From an optimization exercise on the open Yosys and OpenROAD flow, aimed at small area, a short achievable clock period and few clock cycles; shortcuts taken in it are not production practice.
No run shown here included a check of the RTL's function; only the layout flow was run.
Power is estimated from default activity; no workload was simulated.

==> design.v <==
package huff_pkg;
    typedef logic [8-1:0] weight_t;
    typedef logic [12-1:0]    nodeWeight_t;
    typedef logic [5-1:0]     nodeId_t;
    typedef struct packed {
        weight_t [10-1:0] leaf;
    } leafWeights_t;
    typedef struct packed {
        nodeId_t parent;
        nodeId_t left;
        nodeId_t right;
    } treeEntry_t;
    typedef logic [(9-1)*3*5-1:0] treeTable_t;
    typedef struct packed {
        nodeId_t     id;
        nodeWeight_t weight;
        logic        valid;  
    } pick_t;
    typedef enum logic [1:0] {
        IDLE,
        PICK_RIGHT,
        PICK_LEFT,
        MERGE
    } ctrlState_t;
endpackage
module huffmanTree (
    input  logic                   Clk_in,
    input  logic                   n_Rst,
    input  logic                   Start,
    input  logic [79:0]            Weights,    
    output logic                   Busy,
    output logic                   Done,
    output logic [119:0]           Tree,       
    output logic [4:0]             RootRight,
    output logic [4:0]             RootLeft
);
    localparam int NL = 10;
    localparam int QD = 5;    
    logic       busy;
    logic       done;
    logic       haveResult;
    logic [3:0] mergeCnt;
    logic       lastMerge;
    assign lastMerge = (mergeCnt == 4'd8);
    always_ff @(posedge Clk_in or negedge n_Rst)
    begin
        if (!n_Rst)
        begin
            busy       <= 1'b0;
            done       <= 1'b0;
            haveResult <= 1'b0;
        end
        else
        begin
            busy       <= busy ? !lastMerge : Start;
            done       <= busy && lastMerge;
            haveResult <= haveResult || busy;
        end
    end
    assign Busy = busy;
    assign Done = done;
    logic [7:0]    w [NL];
    logic [NL-1:0] used;
    always_ff @(posedge Clk_in)
    begin
        if (!busy)
        begin
            for (int i = 0; i < NL; i++)
                w[i] <= Weights[8*i +: 8];
        end
    end
    logic [NL-1:0] prec [NL];
    always_comb
    begin
        for (int i = 0; i < NL; i++)
        begin
            prec[i][i] = 1'b0;
            for (int j = i + 1; j < NL; j++)
            begin
                prec[i][j] = (w[i] <= w[j]);
                prec[j][i] = !prec[i][j];
            end
        end
    end
    logic [NL-1:0] pick0;    
    logic [NL-1:0] pick1;    
    always_comb
    begin
        for (int i = 0; i < NL; i++)
        begin
            pick0[i] = !used[i];
            for (int j = 0; j < NL; j++)
                if (j != i)
                    pick0[i] = pick0[i] && (used[j] || prec[i][j]);
        end
        for (int i = 0; i < NL; i++)
        begin
            pick1[i] = !used[i] && !pick0[i];
            for (int j = 0; j < NL; j++)
                if (j != i)
                    pick1[i] = pick1[i] && (used[j] || pick0[j] || prec[i][j]);
        end
    end
    logic       leafOk0;
    logic       leafOk1;
    logic [7:0] leafW0;
    logic [7:0] leafW1;
    logic [4:0] leafId0;
    logic [4:0] leafId1;
    always_comb
    begin
        leafW0  = '0;
        leafW1  = '0;
        leafId0 = '0;
        leafId1 = '0;
        for (int i = 0; i < NL; i++)
        begin
            leafW0  = leafW0  | ({8{pick0[i]}} & w[i]);
            leafW1  = leafW1  | ({8{pick1[i]}} & w[i]);
            leafId0 = leafId0 | ({5{pick0[i]}} & 5'(i));
            leafId1 = leafId1 | ({5{pick1[i]}} & 5'(i));
        end
    end
    assign leafOk0 = |pick0;
    assign leafOk1 = |pick1;
    logic [11:0]   q [QD];
    logic [QD-1:0] head;      
    logic [QD-1:0] tail;      
    logic [QD-1:0] pending;   
    logic [4:0]    headId;    
    logic [QD-1:0] head1;
    assign head1 = {head[QD-2:0], head[QD-1]};
    logic [11:0] qW0;
    logic [11:0] qW1;
    always_comb
    begin
        qW0 = '0;
        qW1 = '0;
        for (int k = 0; k < QD; k++)
        begin
            qW0 = qW0 | ({12{head[k]}}  & q[k]);
            qW1 = qW1 | ({12{head1[k]}} & q[k]);
        end
    end
    logic        takeLeafR;
    logic        takeLeafL;
    logic        twoLeaves;
    logic        twoNodes;
    logic [11:0] sum;
    logic [4:0]  rightId;
    logic [4:0]  leftId;
    always_comb
    begin
        takeLeafR = leafOk0 && (!pending[0] || ({4'd0, leafW0} <= qW0));
        if (takeLeafR)
            takeLeafL = leafOk1 && (!pending[0] || ({4'd0, leafW1} <= qW0));
        else
            takeLeafL = leafOk0 && (!pending[1] || ({4'd0, leafW0} <= qW1));
        twoLeaves = takeLeafR && takeLeafL;
        twoNodes  = !takeLeafR && !takeLeafL;
        sum = (twoNodes ? qW1 : {4'd0, leafW0}) + (twoLeaves ? {4'd0, leafW1} : qW0);
        rightId = takeLeafR ? leafId0 : headId;
        if (twoLeaves)
            leftId = leafId1;
        else if (takeLeafR)
            leftId = headId;
        else if (takeLeafL)
            leftId = leafId0;
        else
            leftId = headId + 5'd1;
    end
    always_ff @(posedge Clk_in)
    begin
        if (!busy)
        begin
            used     <= '0;
            mergeCnt <= '0;
            head     <= QD'(1);
            tail     <= QD'(1);
            pending  <= '0;
            headId   <= 5'd10;
        end
        else
        begin
            mergeCnt <= mergeCnt + 4'd1;
            if (takeLeafR || takeLeafL)
                used <= used | pick0 | (twoLeaves ? pick1 : '0);
            for (int k = 0; k < QD; k++)
                if (tail[k])
                    q[k] <= sum;
            tail <= {tail[QD-2:0], tail[QD-1]};
            if (twoNodes)
            begin
                head    <= {head[QD-3:0], head[QD-1:QD-2]};
                headId  <= headId + 5'd2;
                pending <= {1'b0, pending[QD-1:1]};
            end
            else if (!twoLeaves)
            begin
                head    <= head1;
                headId  <= headId + 5'd1;
            end
            else
            begin
                pending <= {pending[QD-2:0], 1'b1};
            end
        end
    end
    logic [9:0] entry [8];
    logic [4:0] rootR;
    logic [4:0] rootL;
    always_ff @(posedge Clk_in or negedge n_Rst)
    begin
        if (!n_Rst)
        begin
            for (int e = 0; e < 8; e++)
                entry[e] <= '0;
            rootR <= '0;
            rootL <= '0;
        end
        else if (busy)
        begin
            for (int e = 0; e < 8; e++)
                if (mergeCnt == 4'(e))
                    entry[e] <= {leftId, rightId};
            if (lastMerge)
            begin
                rootR <= rightId;
                rootL <= leftId;
            end
        end
    end
    always_comb
    begin
        for (int e = 0; e < 8; e++)
            Tree[15*e +: 15] = {(haveResult ? 5'(10 + e) : 5'd0), entry[e]};
    end
    assign RootRight = rootR;
    assign RootLeft  = rootL;
endmodule
==> run.sh <==
#!/bin/bash
# synth_recipe.tcl (not shown) runs the flow's synth.tcl, then flattens the netlist and writes it again
# the make line also repeats each setting of config.mk as NAME=value (left out here)
make -C /OpenROAD-flow-scripts/flow DESIGN_CONFIG=/design/flow/config.mk WORK_HOME=/design/flow/orfs CLKGATE_MAP_FILE= SYNTH_SCRIPT=/design/flow/synth_recipe.tcl finish
==> config.mk <==
export PLATFORM = sky130hd
export DESIGN_NAME = huffmanTree
export DESIGN_NICKNAME = huffmanTree
export VERILOG_FILES = /design/flow/design.v
export SDC_FILE = /design/flow/constraint.sdc
export NUM_CORES = 4
export LEC_CHECK = 0
export CAP_MARGIN = 20
export CORE_MARGIN = 2
export CORE_UTILIZATION = 40
export SLEW_MARGIN = 20
==> constraint.sdc <==
create_clock -name core_clock -period 36.0 [get_ports {Clk_in}]
set_input_delay 7.2000 -clock core_clock [delete_from_list [all_inputs] [get_ports {Clk_in}]]
set_output_delay 7.2000 -clock core_clock [all_outputs]
set_load 0.01 [all_outputs]
==> run notes, run 1 <==
CP startpoint kind=register; area of the multi-input gates=0.01450 mm^2; Layout Nets=3114; simple-gate share of the synthesized area=16.77%; GP Congestion=1.089; async set or reset register ratio after synthesis=34.83%; setup_tns=0 ps; CTS sink count=267; Final Util=47.00%; VDD IR max=0.07424 mV; top-area cell type share of the netlist area=22.09%; Hold Crit Endpoint=tail[0]$_SDFF_PN1_; setup ws final=24720 ps; post-synth top area cell=ha_1; H-tree depth=1; post-synthesis cell count=2453; Cell Pwr Density=92.86 mW/mm^2; Synth area leaders=ha_1, edfxtp_1, dfrtp_1; Internal Power=1.244 mW; relative slew slack=14.19%; Clock Skew=45.09 ps; die span in y=242.3 um; largest fanout on the critical path=17; Skew-Pair Late Insertion Delay=640 ps; sequential cell area=0.007212 mm^2; leakage=11.22 nW; Layout area overhead=16.48%; synth unique cells=103; number of flops mapped to enable cells by yosys=140; switching share of total power=49.35%; setup bufs post-CTS=0; Synth Area in XOR/XNOR=0.6171%; Clk pin slew, worst setup/hold paths=60 ps; Max-Cap Viols=0; total power=2.456 mW; Routed Antenna Nets=0; # DRC=0; Final Hold Viols=0; vias per cell=6.592; delay of the slowest critical-path stage=1030 ps; post-synthesis area per instance=9.258 um^2; IO Port Bufs=194; clock buffer depth=3; wire per inst=31.53 um; worst r2r dst=q[1][11]$_DFFE_PP_; Starting Density=40.35%; Vias=22490; Clock Power Share=12.9%; Critical Path Sink Type=register; r2r setup slk=24720 ps; # fillers=5386; Final Critical Period=11280 ps; min-delay worst type=register to register; fin crit share=31.34%; adder-cell share of the synthesized area=22.18%; root buf cell=clkbuf_16; setup slack at placement=25200 ps; final setup violating endpoints=0; vias in the first global route=21630; Starting DRT DRC Count=2857; FF-to-FF path depth=39; multiplexer share of the synthesized area=0.3581%; Ports=215; min-delay src=tail[4]$_SDFF_PN0_; Slowest-stage cell, CP=a2111oi_0; part of the power in combinational logic=60.3%; reg2reg start=w[7][5]$_DFFE_PN_; count leader, synth=ha_1; Most used DFF post-synth=edfxtp_1; switching power total=1.212 mW; kind of critical path=register to register; Die W=242.3 um; dpl hpwl=82640 um; Worst EP arrival=11680 ps; Worst Max-Slew Pin Slew=1274 ps; gr ovfl total=0; most frequent CP cell=a21oi_1; hold path cells=1; synthesized area=0.02271 mm^2; hold_buf cts=0; initial antenna violation count=4; Req. time, crit path=36400 ps; RSZ-0062 raised after global routing=false; Global Route Usage Sum=35.80%; largest net degree at the start of global routing=62; post-synthesis sequential area ratio=31.76%; status=timing/DRC/antenna clean; CTS Buf Count=31; full die area=0.05869 mm^2; Core ar.=0.05628 mm^2; Slew Limit Fails=0; Fmax achieved=88.62 MHz; CTS tree=built; fraction of layout cells with a size suffix above 1=6.222%; post-cts resize count=0; FP Rows=87; synth warn=5; first-pass GRT wire length=153700 um; main combinational cell family by area after synthesis=compound AO/OA/AOI/OAI gates; Seq pwr share=26.8%; Synth Area in Compound Gates=23.55%; Seq cells post-synth=267; Synth top cells by count=ha_1, nand2_1, a21oi_1; final wirelength=107600 um; drt pass-1 iters=8; final hold slack=438.6 ps
## cell families after synthesis
kind of cell / Yosys count
XOR/XNOR: 16
AO/OA/AOI/OAI: 797
multiplexers: 8
buffers and inverters: 236
adder cells (fa/ha/maj): 402
other: 1
flip-flops: 267
AND/OR/NAND/NOR: 726
## metal layers
layer	vias up	share of wire, %	GRT usage, %
li1	9803	-	-
met1	10910	41	48.26
met2	1426	42	53.69
met3	344	11	7.987
met4	4	6.0	18.45
met5	-	0.024	0
## flip-flops by register name, indices dropped and copies added, names as in the netlist
| signal | cells |
|---|---|
| busy | 1 |
| q | 60 |
| done | 1 |
| w | 80 |
| mergeCnt | 4 |
| rootL | 5 |
| tail | 5 |
| headId | 5 |
| pending | 5 |
| entry | 80 |
| rootR | 5 |
| head | 5 |
| haveResult | 1 |
| used | 10 |
## power groups by stage
| stage | combinational, mW | sequential, mW | clock (mW) |
|---|---|---|---|
| 2_1_floorplan | 0.866 | 0.639 | 0 |
| 3_3_place_gp | 1.42 | 0.655 | 0 |
| 3_5_place_dp | 1.44 | 0.659 | 0 |
| 4_1_cts | 1.45 | 0.653 | 0.325 |
| 5_1_grt | 1.61 | 0.670 | 0.336 |
| 6_report | 1.48 | 0.659 | 0.317 |
## placed cells by master, fill, tap and decap left out, drive strengths merged, types with 57 or more instances in the layout
cell	netlist	layout
o21ai	170	170
dfrtp	93	93
nand4	92	92
clkdlybuf4s50	0	193
nor2	87	87
inv	108	111
nand2	246	246
buf	64	57
ha	401	401
edfxtp	140	140
a21oi	241	241
## area by class of cell
cell class                      count  area share (%)
Antenna cell                        3         0.02838
Clock buffer                       42           3.372
Clock inverter                     14          0.4730
Inverter                          110           1.570
Multi-Input combinational cell   1969           54.80
Sequential cell                   267           27.26
Tap cell                          756           3.576
Timing Repair Buffer              250           8.921
## critical path, delay by kind of cell (launching register included)
kind / cells / cell delay, ps
xor+xnor: 2 / 470
buf+inv: 4 / 1270
flops: 1 / 520
fa+ha+maj: 3 / 930
compound gates: 20 / 5760
simple gates: 10 / 2080
## worst max-delay path by stage
stage / start / endpoint / slack (ps)
2_1_floorplan: haveResult$_DFF_PN0_ / Tree[104] / 28000
4_1_cts: w[7][5]$_DFFE_PN_ / q[1][11]$_DFFE_PP_ / 25150
6_report: w[7][5]$_DFFE_PN_ / q[1][11]$_DFFE_PP_ / 24720
3_3_place_gp: w[7][5]$_DFFE_PN_ / q[0][11]$_DFFE_PP_ / 25100
3_5_place_dp: w[7][5]$_DFFE_PN_ / q[0][11]$_DFFE_PP_ / 25200
5_1_grt: w[7][5]$_DFFE_PN_ / q[1][11]$_DFFE_PP_ / 24380
## metrics by stage
| stage | cells | instance area, um^2 |
|---|---|---|
| after global placement | 3352 | 25420 |
| final | 3411 | 26450 |
| after floorplan | 2472 | 22780 |
| after CTS | 3408 | 26450 |
| after detailed placement | 3352 | 25430 |
| after global routing | 3408 | 26450 |
==> run 2: changes to the inputs <==
--- a/design.v
+++ b/design.v
@@ -37,4 +37,21 @@
     localparam int NL = 10;
     localparam int QD = 5;    
+    function automatic logic le8(input logic [7:0] a, input logic [7:0] b);
+        logic r;
+        r = 1'b1;
+        for (int k = 0; k < 8; k++)
+            r = (a[k] ^ b[k]) ? b[k] : r;
+        le8 = r;
+    endfunction
+    function automatic logic le12(input logic [11:0] a, input logic [11:0] b);
+        logic r;
+        r = 1'b1;
+        for (int k = 0; k < 12; k++)
+            r = (a[k] ^ b[k]) ? b[k] : r;
+        le12 = r;
+    endfunction
+    function automatic logic leafLe(input logic [7:0] a, input logic [11:0] b);
+        leafLe = (|b[11:8]) || le8(a, b[7:0]);
+    endfunction
     logic       busy;
     logic       done;
@@ -42,5 +59,5 @@
     logic [3:0] mergeCnt;
     logic       lastMerge;
-    assign lastMerge = (mergeCnt == 4'd8);
+    assign lastMerge = (mergeCnt == 4'd7);  
     always_ff @(posedge Clk_in or negedge n_Rst)
     begin
@@ -78,5 +95,5 @@
             for (int j = i + 1; j < NL; j++)
             begin
-                prec[i][j] = (w[i] <= w[j]);
+                prec[i][j] = le8(w[i], w[j]);
                 prec[j][i] = !prec[i][j];
             end
@@ -130,15 +147,20 @@
     logic [4:0]    headId;    
     logic [QD-1:0] head1;
+    logic [QD-1:0] head2;
     assign head1 = {head[QD-2:0], head[QD-1]};
+    assign head2 = {head[QD-3:0], head[QD-1:QD-2]};
     logic [11:0] qW0;
     logic [11:0] qW1;
+    logic [11:0] qW2;
     always_comb
     begin
         qW0 = '0;
         qW1 = '0;
+        qW2 = '0;
         for (int k = 0; k < QD; k++)
         begin
             qW0 = qW0 | ({12{head[k]}}  & q[k]);
             qW1 = qW1 | ({12{head1[k]}} & q[k]);
+            qW2 = qW2 | ({12{head2[k]}} & q[k]);
         end
     end
@@ -147,17 +169,28 @@
     logic        twoLeaves;
     logic        twoNodes;
+    logic [11:0] sumLL;
+    logic [11:0] sumLN;
+    logic [11:0] sumNN;
     logic [11:0] sum;
     logic [4:0]  rightId;
     logic [4:0]  leftId;
-    always_comb
-    begin
-        takeLeafR = leafOk0 && (!pending[0] || ({4'd0, leafW0} <= qW0));
+    assign sumLL = {4'd0, leafW0} + {4'd0, leafW1};
+    assign sumLN = {4'd0, leafW0} + qW0;
+    assign sumNN = qW0 + qW1;
+    always_comb
+    begin
+        takeLeafR = leafOk0 && (!pending[0] || leafLe(leafW0, qW0));
         if (takeLeafR)
-            takeLeafL = leafOk1 && (!pending[0] || ({4'd0, leafW1} <= qW0));
-        else
-            takeLeafL = leafOk0 && (!pending[1] || ({4'd0, leafW0} <= qW1));
+            takeLeafL = leafOk1 && (!pending[0] || leafLe(leafW1, qW0));
+        else
+            takeLeafL = leafOk0 && (!pending[1] || leafLe(leafW0, qW1));
         twoLeaves = takeLeafR && takeLeafL;
         twoNodes  = !takeLeafR && !takeLeafL;
-        sum = (twoNodes ? qW1 : {4'd0, leafW0}) + (twoLeaves ? {4'd0, leafW1} : qW0);
+        if (twoLeaves)
+            sum = sumLL;
+        else if (twoNodes)
+            sum = sumNN;
+        else
+            sum = sumLN;
         rightId = takeLeafR ? leafId0 : headId;
         if (twoLeaves)
@@ -169,4 +202,40 @@
         else
             leftId = headId + 5'd1;
+    end
+    logic       xRight;
+    logic [4:0] xId;
+    always_comb
+    begin
+        if (twoLeaves)
+        begin
+            xRight = le12(qW0, sumLL);
+            xId    = headId;
+        end
+        else if (!twoNodes)
+        begin
+            if (pending[1])
+            begin
+                xRight = le12(qW1, sumLN);
+                xId    = headId + 5'd1;
+            end
+            else
+            begin
+                xRight = le12({4'd0, leafW1}, sumLN);
+                xId    = leafId1;
+            end
+        end
+        else
+        begin
+            if (pending[2])
+            begin
+                xRight = le12(qW2, sumNN);
+                xId    = headId + 5'd2;
+            end
+            else
+            begin
+                xRight = le12({4'd0, leafW0}, sumNN);
+                xId    = leafId0;
+            end
+        end
     end
     always_ff @(posedge Clk_in)
@@ -226,6 +295,6 @@
             if (lastMerge)
             begin
-                rootR <= rightId;
-                rootL <= leftId;
+                rootR <= xRight ? xId : 5'd17;
+                rootL <= xRight ? 5'd17 : xId;
             end
         end
==> run notes, run 2 <==
setup_tns=0 ps (unchanged); Hold Crit Endpoint=tail[0]$_SDFF_PN1_; async set or reset register ratio after synthesis=34.83% (unchanged); drt pass-1 iters=13 (+5); wire per inst=32.30 um (+2.4%); Die W=235.6 um (-2.8%); Critical Path Sink Type=register; Routed Antenna Nets=0 (unchanged); commonest non-fill, non-tap cell in the layout=nand2_1; VDD IR max=0.05115 mV (-31%); post-synth top area cell=edfxtp_1; post-synthesis sequential area ratio=33.61% (+1.9 points); Max-Cap Viols=0 (unchanged); count leader, synth=nand2_1; min-delay src=tail[4]$_SDFF_PN0_; CP startpoint kind=register; FP Rows=84 (-3.4%); Layout area overhead=14.24%; GP Congestion=1.054 (-3.2%); final setup violating endpoints=0 (unchanged); setup slack at placement=26280 ps (+1075 ps); Fmax achieved=99.66 MHz (+12%); busiest grt layer=met2; dpl hpwl=78190 um (-5.4%); largest fanout on the critical path=17 (unchanged); Worst EP arrival=10560 ps (-1120 ps); Clk pin slew, worst setup/hold paths=70 ps (about the same); M2 GR Usage=56.30% (+2.6 points); Core ar.=0.05276 mm^2 (-6.2%); final wirelength=106000 um (-1.5%); min-delay worst type=register to register; vias in the first global route=21160 (-2.2%); FF-to-FF path depth=27 (-31%); synthesized area=0.02146 mm^2 (-5.5%); initial antenna violation count=1 (-3); fraction of layout cells with a size suffix above 1=7.749% (+1.5 points); synth unique cells=113 (+9.7%); Skew-Pair Late Insertion Delay=610 ps (-30 ps); top-area cell type share of the netlist area=19.59% (-2.5 points); root buf cell=clkbuf_16; met1 usage=48.23% (about the same); setup ws final=25970 ps (+1249 ps); met3 Track Usage GR=7.915% (-0.072 points); Starting Density=40.67% (+0.31 points); status=timing/DRC/antenna clean; Layout Nets=2691 (-14%); leakage=9.036 nW (-19%); kind of critical path=register to register; ANT cells=0 (-3); CTS sink count=267 (unchanged); hold path cells=1 (unchanged); worst setup path startpoint=w[9][3]$_DFFE_PN_; # DRC=0 (unchanged); Final Util=46.45% (-0.55 points); clock buffer depth=3 (unchanged); Clock Skew=26.64 ps (-18.46 ps); reg2reg start=w[9][3]$_DFFE_PN_; Largest regs=entry: 80 flops, w: 80 flops, q: 60 flops; IO Port Bufs=194 (unchanged); r2r setup slk=25970 ps (+1250 ps); Worst Max-Slew Pin Slew=1227 ps (-47.02 ps); Req. time, crit path=36520 ps (+120 ps); fin crit share=27.87% (-3.5 points); H-tree depth=1 (unchanged); largest net degree at the start of global routing=76 (+23%); number of flops mapped to enable cells by yosys=140 (unchanged); CTS Buf Count=29 (-6.5%); post-synthesis area per instance=8.538 um^2 (-7.8%); gr ovfl total=0 (unchanged); setup bufs post-CTS=0 (unchanged); synth warn=5 (unchanged); Cell Pwr Density=105.1 mW/mm^2 (+13%); post-synthesis cell count=2513 (+2.4%); CTS tree=built; vias per cell=6.868 (+4.2%); Synth area leaders=edfxtp_1, dfrtp_1, nand2_1; Most used DFF post-synth=edfxtp_1; Ports=215 (unchanged); die span in y=235.6 um (-2.8%); RSZ-0062 raised after global routing=false; Seq cells post-synth=267 (unchanged); leading cell types in the layout, fill and taps excluded=nand2_1, clkdlybuf4s50_1, nor2_1; Final Hold Viols=0 (unchanged); Starting DRT DRC Count=3325 (+16%); Synth top cells by count=nand2_1, nor2_1, edfxtp_1; worst r2r dst=rootR[3]$_DFFE_PN0P_; Slew Limit Fails=0 (unchanged); relative slew slack=17.92% (+3.7 points); hold_buf cts=0 (unchanged); Vias=22540 (+0.24%); Final Critical Period=10030 ps (-1249 ps); first-pass GRT wire length=151200 um (-1.6%); full die area=0.05551 mm^2 (-5.4%); post-cts resize count=0 (unchanged); Global Route Usage Sum=36.77% (+0.97 points)
## run 2: cell count changes after synthesis, sizes merged, moves of 24 or more
cell    previous run  this run
nand4             92         7
a31oi              8        41
ha               401        34
inv              108       132
a21oi            241       127
o221ai             4        34
maj3               0        55
nor2              87       170
nand2b            27        64
a222oi            32        64
o22ai             16        67
buf               64       154
a22oi             38        93
nor3              36        61
## run 2: worst max-delay path by stage
stage,end,slack [ps]
CTS,rootR[3]$_DFFE_PN0P_,26220
global route,rootR[3]$_DFFE_PN0P_,25770
detailed placement,rootR[3]$_DFFE_PN0P_,26280
global placement,rootL[1]$_DFFE_PN0P_,26260
finish,rootR[3]$_DFFE_PN0P_,25970
floorplan,Tree[104],28000
## run 2: logic make-up (layout without fill, tap and decap cells)
family,count (synthesis),after routing,share of synthesized area (%)
compound gates,919,919,31.85
xor+xnor,36,36,1.470
fa+ha+maj,92,92,4.904
buf+inv,377,439,8.287
flops,267,267,33.61
mux,24,24,1.160
other cells,1,20,0.01748
simple gates,797,797,18.70
## run 2: critical path, stage by stage (launching register included)
cell	delay, ps
edfxtp_1	900
inv_1	330
a222oi_1	410
a221oi_1	280
a221oi_1	730
o21ai_1	200
a2111oi_4	470
and2_1	770
o22ai_1	200
or4_1	800
nor2_2	410
a222oi_1	190
nand2_1	130
ha_1	200
fa_1	220
o22ai_1	70
a21boi_0	140
maj3_1	370
maj3_1	370
maj3_1	380
maj3_1	380
maj3_1	370
maj3_1	380
a21oi_1	150
o21a_1	240
nor4b_2	550
a22oi_1	150
o21ai_1	120
## run 2: per-stage QoR
stage	total power, mW	hold WS, ps	area, um^2	instances
after CTS	2.529	432.0	24500	3282
after global routing	2.715	466.4	24510	3282
after floorplan	1.644	402.5	21530	2532
final	2.576	427.2	24510	3282
after global placement	2.183	410.1	23470	3228
after detailed placement	2.202	417.2	23480	3228
## run 2: layer usage
layer | up-vias | routed length [um]
met4 | 2 | 7190
met2 | 1477 | 45680
li1 | 9677 | -
met5 | - | 13
met3 | 348 | 10370
met1 | 11040 | 42750
## run 2: area by class of cell
| cell class | count | area (um^2) |
|---|---|---|
| multi-input cells | 1888 | 12570 |
| inverters | 142 | 535.5 |
| clock inverters | 12 | 132.6 |
| well taps | 688 | 860.8 |
| fillers | 5131 | 28250 |
| repair buffers | 243 | 2307 |
| flip-flops and latches | 267 | 7212 |
| clock buffers | 42 | 895.9 |
## run 2: power by group
part	internal (mW)	leakage, nW	total [mW]	switching [mW]
Clock	0.188	0.515	0.320	0.132
Sequential	0.534	2.71	0.710	0.176
Combinational	0.551	5.81	1.55	0.995
Total	1.27	9.04	2.58	1.30

## separate check: timing with driven ports
In the flow no input, the clock included, has a driving cell. The finished layouts below were timed again as built, in two steps. Step 1 sets driving cells, clkbuf_16 on the clock port and buf_2 on the other inputs (assumed; they add their load-dependent delay and slew). Step 2 times the ports against the registers' clock, not the clock port: input delays grow and output delays shrink by t, the midpoint of the rising clock arrivals with the driver on. Slacks: ideal / step 1 / step 2; pairs: ideal / step 1.
| run | t, ns | setup WS [ns] | worst hold slack (ns) | worst setup path at the end | worst register clock-pin slew, ns |
|---|---|---|---|---|---|
| run 1 | 0.678 | 24.716 / 24.716 / 24.716 | 0.439 / 0.439 / 0.439 | register to register | 0.07 / 0.07 |
| run 2 | 0.665 | 25.965 / 25.965 / 25.965 | 0.427 / 0.427 / 0.427 | register to register | 0.07 / 0.07 |
After both steps setup and hold are still met in every run listed.
